This design comes from an exercise in tuning for small area, a short achievable clock period and few clock cycles on the open sky130 flow, not from production work.

## run 1
## adc_scan_block_averager_core
module adc_scan_block_averager_core #(
  parameter int MAX_SLOTS = 8,
  parameter int CODE_BITS = 12
) (
  input  logic        clk,
  input  logic        rst_n,
  input  logic        in_valid,
  output logic        in_ready,
  input  logic [1:0]  in_opcode,
  input  logic [11:0] in_adc_code,
  output logic        out_valid,
  input  logic        out_ready,
  output logic [1:0]  out_kind,
  output logic [2:0]  out_slot,
  output logic [2:0]  out_chan,
  output logic [11:0] out_avg_code,
  output logic [27:0] out_microvolts,
  output logic        out_last,
  input  logic        cfg_we,
  input  logic [2:0]  cfg_index,
  input  logic [23:0] cfg_wdata
);
Size: roughly 3,900 cells after synthesis, ~770 flip-flops, ~44,000 um^2 of cells after synthesis.
==> flow/config.mk <==
export PLATFORM = sky130hd
export DESIGN_NAME = adc_scan_block_averager_core
export DESIGN_NICKNAME = adc_scan_block_averager_core
export VERILOG_FILES = /design/flow/design.v
export SDC_FILE = /design/flow/constraint.sdc
export NUM_CORES = 4
export LEC_CHECK = 0
export CAP_MARGIN = 20
export CORE_MARGIN = 2
export CORE_UTILIZATION = 50
export CTS_CLUSTER_DIAMETER = 80
export CTS_CLUSTER_SIZE = 24
export SETUP_SLACK_MARGIN = 2.0
export SLEW_MARGIN = 20
==> flow/constraint.sdc <==
create_clock -name core_clock -period 7.0 [get_ports {clk}]
set_input_delay 1.4000 -clock core_clock [delete_from_list [all_inputs] [get_ports {clk}]]
set_output_delay 1.4000 -clock core_clock [all_outputs]
set_load 0.01 [all_outputs]
run.sh (not shown) runs the stock make flow with config.mk's settings and CLKGATE_MAP_FILE= SYNTH_SCRIPT=/design/flow/synth_recipe.tcl, a recipe that flattens the netlist after the stock synthesis.
Run 1 did not stop at any stage, and its layout met the timing, design-rule and antenna checks.
Inputs modified between run 1 and run 2:
--- a/flow/design.v
+++ b/flow/design.v
@@ -200,19 +200,21 @@
     all_done = &(done_v | ~act_v);
   end
   logic       cv;
   logic [1:0] ckind;
   logic [2:0] cslot;
   logic [2:0] cchan;
   logic [2:0] pos_inc;
   assign pos_inc = pos_r + 3'd1;
   logic fire_e;
-  assign cv    = acc && (is_start || (is_res && running_r && !(roundend && fire_e)));
+  logic ok_res;
+  assign ok_res = in_ready && running_r && !(roundend && fire_e);
+  assign cv    = in_valid && ((is_start && in_ready) || (is_res && ok_res));
   assign ckind = (in_opcode[0] && roundend && all_done_r) ? 2'd2 : 2'd0;
   assign cslot = (in_opcode[0] && !roundend) ? pos_inc : 3'd0;
   logic [2:0] chan_nx;   
   always_comb begin
     chan_nx = '0;
     for (int i = 0; i < 7; i++) chan_nx = chan_nx | (map_r[3*(i+1) +: 3] & {3{posoh_r[i]}});
   end
   assign cchan = !in_opcode[0] ? map_r[2:0] :
                  !roundend ? chan_nx :
@@ -251,19 +253,21 @@
     end
   end
   always_ff @(posedge clk) begin
     fire_last_r <= l_cnt >= (l_pend ? f2_r : f1_r);
     ceq_last_r  <= l_cnt + 8'(l_pend) == csm1_d;
   end
   logic a_fire, a_ceq;
   assign a_fire = roundend ? (fire_last_r && pos_r == nm1) : r_fire;
   assign a_ceq  = roundend ? ceq_last_r : ceq;
-  assign ld_now = rend && spec_r && pv[NS] && adv && (!a_fire || a_ceq);
+  logic fl;   
+  assign fl     = fire_last_r && pos_r == nm1;
+  assign ld_now = rend && spec_r && pv[NS] && adv && (!fl || ceq_last_r);
   assign ld_avg = (fm_r || ld_now) && adv && pv[NS];
   always_comb begin
     full_up[NS] = 1'b1;
     for (int j = NS - 1; j >= 0; j--) full_up[j] = full_up[j+1] && pv[j+1];
     mv[NS] = ld_avg;
     for (int j = NS - 1; j >= 0; j--) mv[j] = pv[j] && (!full_up[j] || ld_avg);
     busy = 1'b0;
     for (int j = 0; j <= NS; j++) busy = busy | pv[j];
   end
@@ -290,19 +294,22 @@
   assign wstep     = wact_r && (!r_fire || (s0_free && (!busy || ceq)));
   assign feed_walk = wstep && r_fire;
   assign wlast     = pos_r == nm1;
   assign feed = feed_arr || feed_walk;
   assign csm1_d = feed ? r_cc : csm1;
   logic flush;
   assign flush = (acc && (is_start || is_stop)) || cfg_we;
   logic fast;
   assign fast   = spec_r && !spec_fail;
-  assign fire_e = !fast || busy || (a_fire && pos_r <= nm1);
+  logic s0_free_e, fail_e;
+  assign s0_free_e = !pv[0] || !full_up[0] || (spec_r && pv[NS] && adv && (!fl || ceq_last_r));
+  assign fail_e    = fl && !(s0_free_e && (!busy || ceq_last_r));
+  assign fire_e    = !spec_r || fail_e || busy || fl;
   always_ff @(posedge clk) begin
     if (feed) begin
       pr[0]   <= r_s[19:12];
       px[0]   <= r_s[11:0];
       c_sh    <= r_div;
       csm1    <= csm1_d;
     end
     for (int j = 0; j < NS; j++) begin
       if (mv[j]) begin
[summary]
Between run 2 and run 1, the difference in effective utilization at floorplan is negligible. The setup slack of run 2 is larger than that of run 1. Per the comparison of run 2 with run 1, instance count on the critical path climbed 2; post-place setup slack went down 0.27 ns. On hold slack, run 1 tracks run 2 almost exactly.
Function was not checked in any run of this note: the RTL went through the layout flow alone.

afterwards: timing with drivers on the ports:
In the flow no input, the clock included, has a driving cell. The finished layouts below were timed again as built, in two steps.
Step 1 sets driving cells, clkbuf_16 on the clock port and buf_2 on the other inputs (assumed; they add their load-dependent delay and slew).
Step 2 moves the port delays by t, midway between the first and last clock arrival at a register: inputs arrive t later, outputs are due t later. That takes back most of the time a late clock gives input paths.
Slacks: ideal ports / drivers / drivers and shift; pairs: ideal ports / drivers.
run	shift t [ns]	slack for setup (ns)	worst hold slack (ns)	latest minus earliest clock arrival (ns)	worst data-port slew with drivers (ns)
run 1	0.695	1.731 / 1.666 / 1.604	0.425 / 0.425 / 0.425	0.046 / 0.046	0.15
run 2	0.677	1.961 / 1.890 / 1.806	0.425 / 0.425 / 0.425	0.046 / 0.047	0.15
After both steps every run listed still meets setup and hold. The setup slack of run 2, which loses most, moves by -0.071 ns with the drivers and by -0.155 ns with both steps.
